Context: an optimization exercise on an open-source flow, tuned for small area and a short achievable clock period. The choices shown serve that exercise and are no tape-out recipe. RTL that was checked went through simulation tests only; none was proved equivalent to the original. Power and IR drop assume default switching activity.

==> trial 62 <==
// primitive_group_builder
module primitive_group_builder (
    input  logic        i_clk,
    input  logic        i_rst_n,
    input  logic        i_valid,
    output logic        o_stall,
    input  logic [31:0] i_vertex_a,
    input  logic [31:0] i_vertex_b,
    input  logic [31:0] i_vertex_c,
    input  logic [15:0] i_material,
    input  logic        i_last_triangle,
    output logic        o_valid,
    input  logic        i_stall,
    output logic [31:0] o_group_start_index,
    output logic [31:0] o_group_start_vertex,
    output logic [31:0] o_group_vertex_span,
    output logic [31:0] o_group_triangles,
    output logic [31:0] o_group_number,
    output logic        o_final_record,
    output logic        o_wide_indices,
    output logic [31:0] o_largest_index,
    output logic [31:0] o_index_total
);
    localparam int QW = 2 + 32 + 32 + 17 + 32 + 32 + 32;
    logic        full, empty, accept, push, pop, closing;
    logic [31:0] f_sv, f_span, f_sv1, f_e1, f_max1;
    logic [16:0] f_cnt, f_cnt1;
    logic        h_hc, h_hf, n_hc, n_hf;
    logic [31:0] h_asv, h_aspan, h_bsv, h_be, h_bmax;
    logic [31:0] n_asv, n_aspan, n_bsv, n_be, n_bmax;
    logic [16:0] h_cnt, n_cnt;
    logic [QW-1:0] q_in, q_head, q_next;
    assign accept  = i_valid && !full;
    assign push    = accept && (closing || i_last_triangle);
    assign o_stall = full;
    pgb_front u_front (
  ...
==> module pgb_front, before the edit <==
module pgb_front (
    input  logic        i_clk,
    input  logic        i_rst_n,
    input  logic        i_accept,
    input  logic [31:0] i_vertex_a,
    input  logic [31:0] i_vertex_b,
    input  logic [31:0] i_vertex_c,
    input  logic [15:0] i_material,
    input  logic        i_last_triangle,
    output logic        o_closing,
    output logic [31:0] o_sv,
    output logic [31:0] o_span,
    output logic [16:0] o_cnt,
    output logic [31:0] o_sv1,
    output logic [31:0] o_e1,
    output logic [16:0] o_cnt1,
    output logic [31:0] o_max1
);
    logic [15:0] r_mat;
    logic [31:0] r_sv, r_e, r_max;
    logic [16:0] r_cnt;
    logic [31:0] a, b, c;
    logic        closing;
    logic        ab, ac, bc;
    logic        a_sv, b_sv, c_sv;      
    logic        a_ge, b_ge, c_ge;      
    logic        a_mx, b_mx, c_mx;      
    logic        a_one, b_one, c_one;   
    logic        mn_a, mn_b, mn_c;      
    logic        mx_a, mx_b, mx_c;      
    logic        t_sv, t_ge, t_mx, t_one;
    logic        e_one, ge_hit;
    logic [31:0] tmin, tmax, a_dec;
    assign a = i_vertex_a;
    assign b = i_vertex_b;
    assign c = i_vertex_c;
    assign closing = (i_material != r_mat);
    assign ab   = pgb_pkg::lt32(a, b);
    assign ac   = pgb_pkg::lt32(a, c);
    assign bc   = pgb_pkg::lt32(b, c);
    assign a_sv = pgb_pkg::lt32(a, r_sv);
    assign b_sv = pgb_pkg::lt32(b, r_sv);
    assign c_sv = pgb_pkg::lt32(c, r_sv);
    assign a_ge = pgb_pkg::lt32(r_e, a);
    assign b_ge = pgb_pkg::lt32(r_e, b);
    assign c_ge = pgb_pkg::lt32(r_e, c);
    assign a_mx = pgb_pkg::lt32(r_max, a);
    assign b_mx = pgb_pkg::lt32(r_max, b);
    assign c_mx = pgb_pkg::lt32(r_max, c);
    assign a_one = &a;
    assign b_one = &b;
    assign c_one = &c;
    assign mn_a = ab && ac;
    assign mn_b = !ab && bc;
    assign mn_c = !mn_a && !mn_b;
    assign mx_a = !ab && !ac;
    assign mx_c = !mx_a && bc;
    assign mx_b = !mx_a && !bc;
    assign t_sv  = a_sv || b_sv || c_sv;
    assign t_ge  = a_ge || b_ge || c_ge;
    assign t_mx  = a_mx || b_mx || c_mx;
    assign t_one = a_one || b_one || c_one;
    assign tmin = ({32{mn_a}} & a) | ({32{mn_b}} & b) | ({32{mn_c}} & c);
    assign tmax = ({32{mx_a}} & a) | ({32{mx_b}} & b) | ({32{mx_c}} & c);
    assign a_dec = a - 32'd1;
    assign e_one  = &r_e;
    assign ge_hit = !t_one && (t_ge || e_one);
    assign o_sv1   = (closing || t_sv) ? tmin : r_sv;
    always_comb begin
        if (closing) begin
            o_e1 = t_one ? a_dec : tmax;
        end else begin
            o_e1 = ge_hit ? tmax : r_e;
        end
    end
    assign o_max1  = t_mx ? tmax : r_max;
    assign o_cnt1  = closing ? 17'd1 : r_cnt + 17'd1;
    assign o_closing = closing;
    assign o_sv      = r_sv;
    assign o_span    = r_e - r_sv + 32'd1;
    assign o_cnt     = r_cnt;
    always_ff @(posedge i_clk) begin
        if (!i_rst_n) begin
            r_mat <= '0;
            r_sv  <= '0;
            r_e   <= '1;
            r_cnt <= '0;
            r_max <= '0;
        end else if (i_accept) begin
            if (i_last_triangle) begin
                r_mat <= '0;
                r_sv  <= '0;
                r_e   <= '1;
                r_cnt <= '0;
                r_max <= '0;
            end else begin
                r_mat <= i_material;
                r_sv  <= o_sv1;
                r_e   <= o_e1;
                r_cnt <= o_cnt1;
                r_max <= o_max1;
            end
        end
    end
endmodule
clock: 12.5 ns
lec_check: 0
cap_margin: 20
core_margin: 2
core_utilization: 60
slew_margin: 20
standard.sh (not shown) runs the stock make flow with config.mk's settings and CLKGATE_MAP_FILE= SYNTH_SCRIPT=/design/flow/synth_recipe.tcl, a recipe that flattens the netlist after the stock synthesis.
==> flow/flow/run.sh <==
#!/bin/bash
# The standard layout (the standard.sh, synthesis included, unchanged)
# with two changes to how the layout is optimised:
#  - the port buffers are buf_4 cells instead of the delay buffers that
#    buffer_ports picks by default;
#  - repair_timing aims for a setup slack of SETUP_SLACK_MARGIN ns.
# The clock period and constraints are the standard flow's.
set -euo pipefail
export BUFFER_PORTS_ARGS="-buffer_cell sky130_fd_sc_hd__buf_4"
export SETUP_SLACK_MARGIN=7
bash standard.sh > standard_flow.log 2>&1
==> build 59 (differences from trial 62) <==
--- a/flow/design.v
+++ b/flow/design.v
@@ -101,8 +101,8 @@
     assign mx_c = !mx_a && bc;
     assign mx_b = !mx_a && !bc;
-    assign t_sv  = a_sv || b_sv || c_sv;
-    assign t_ge  = a_ge || b_ge || c_ge;
-    assign t_mx  = a_mx || b_mx || c_mx;
-    assign t_one = a_one || b_one || c_one;
+    assign t_sv  = (mn_a && a_sv) || (mn_b && b_sv) || (mn_c && c_sv);
+    assign t_ge  = (mx_a && a_ge) || (mx_b && b_ge) || (mx_c && c_ge);
+    assign t_mx  = (mx_a && a_mx) || (mx_b && b_mx) || (mx_c && c_mx);
+    assign t_one = (mx_a && a_one) || (mx_b && b_one) || (mx_c && c_one);
     assign tmin = ({32{mn_a}} & a) | ({32{mn_b}} & b) | ({32{mn_c}} & c);
     assign tmax = ({32{mx_a}} & a) | ({32{mx_b}} & b) | ({32{mx_c}} & c);
@@ -122,5 +122,5 @@
     assign o_closing = closing;
     assign o_sv      = r_sv;
-    assign o_span    = r_e - r_sv + 32'd1;
+    assign o_span    = pgb_pkg::span32(r_e, r_sv);
     assign o_cnt     = r_cnt;
     always_ff @(posedge i_clk) begin
==> flow/flow/run.sh (replaced) <==
#!/bin/bash
# The standard layout, with the port buffers made from buf_4 cells instead of
# the delay buffers buffer_ports picks by default. Everything else, synthesis
# included, is the standard.sh unchanged.
set -euo pipefail
export BUFFER_PORTS_ARGS="-buffer_cell sky130_fd_sc_hd__buf_4"
bash standard.sh > standard_flow.log 2>&1
--- a/flow/config.mk
+++ b/flow/config.mk
@@ -8,4 +8,4 @@
 export CAP_MARGIN = 20
 export CORE_MARGIN = 2
-export CORE_UTILIZATION = 60
+export CORE_UTILIZATION = 40
 export SLEW_MARGIN = 20
==> qor summary <==
                                                                                  build 59                         trial 62
FF-to-FF End                                                  u_front.r_e[10]$_SDFFE_PN1P_  u_queue.r_mem[0][142]$_DFFE_PN_
Count of multi-input gates                                                           4,147                            4,160
Core occupancy in the finished layout                                               0.4532                           0.7116
Leakage Power                                                                     25.76 nW                         26.82 nW
Crit Path Category                                                                  in2reg                          reg2out
Wire length on met1                                                               87.26 mm                         78.90 mm
Fmax                                                                             131.7 MHz                        152.2 MHz
Setup repair after global routing missed its margin                                  false                             true
Layout inverter count without the clock tree                                           294                              334
Number of iterations in the first detailed-routing pass                                  7                                8
Resized Gates After CTS                                                                  0                              314
Synth cell types                                                                        92                              105
Instance area at placement                                                     0.05982 mm²                      0.05905 mm²
Share of layout cells above drive strength 1                                        0.1226                           0.1888
Maximum number of pins on one net before global-route repair                           160                              165
Mean instance size in the synthesized netlist                                    9.918 µm²                        9.901 µm²
Comb power frac                                                                      0.305                            0.352
Critical register-to-register path startpoint                 u_front.r_e[29]$_SDFFE_PN1P_    u_front.r_sv[17]$_SDFFE_PN0P_
Total standard cell area after synthesis                                       0.05593 mm²                      0.05613 mm²
Total wire length after detailed routing                                          209.6 mm                         199.0 mm
Maximum fanout count along the critical path                                            28                                5
Buffers, non-clock                                                                     370                              478
Status                                                    no timing/DRC/antenna violations  no timing/DRC/antenna violations
Type of element launching the critical path                                      input pin                         register
Register-to-Register Setup Slack                                                   6290 ps                          7680 ps
Function not checked in build 59: the RTL went through the layout flow alone.

==> what the ideal ports hide <==
No port has a modelled driver above. Below, the same layouts with a new extraction and two added sets of constraints.
Step 1 (the two cells are an assumption about what drives the block):
set clk [get_ports {i_clk}]
set_driving_cell -lib_cell sky130_fd_sc_hd__clkbuf_16 $clk
set_driving_cell -lib_cell sky130_fd_sc_hd__buf_2 [delete_from_list [all_inputs] $clk]
Step 2 times the ports against the registers' clock, not the clock port: input delays grow and output delays shrink by t, the midpoint of the rising clock arrivals with the driver on.
Slacks: ideal / step 1 / step 2; pairs: ideal / step 1.
run | t, ns | slack for setup (ns) | worst setup path after step 2 | worst register clock-pin slew, ns | cell pins on the clock port's net
trial 62 | 0.758 | 5.928 / 5.847 / 6.094 | input to register | 0.07 / 0.07 | 1
build 59 | 0.778 | 4.908 / 4.942 / 4.164 | input to register | 0.07 / 0.07 | 1
After both steps every run listed still meets setup and hold. The setup slack of build 59, which loses most, moves by +0.034 ns with the drivers and by -0.744 ns with both steps.
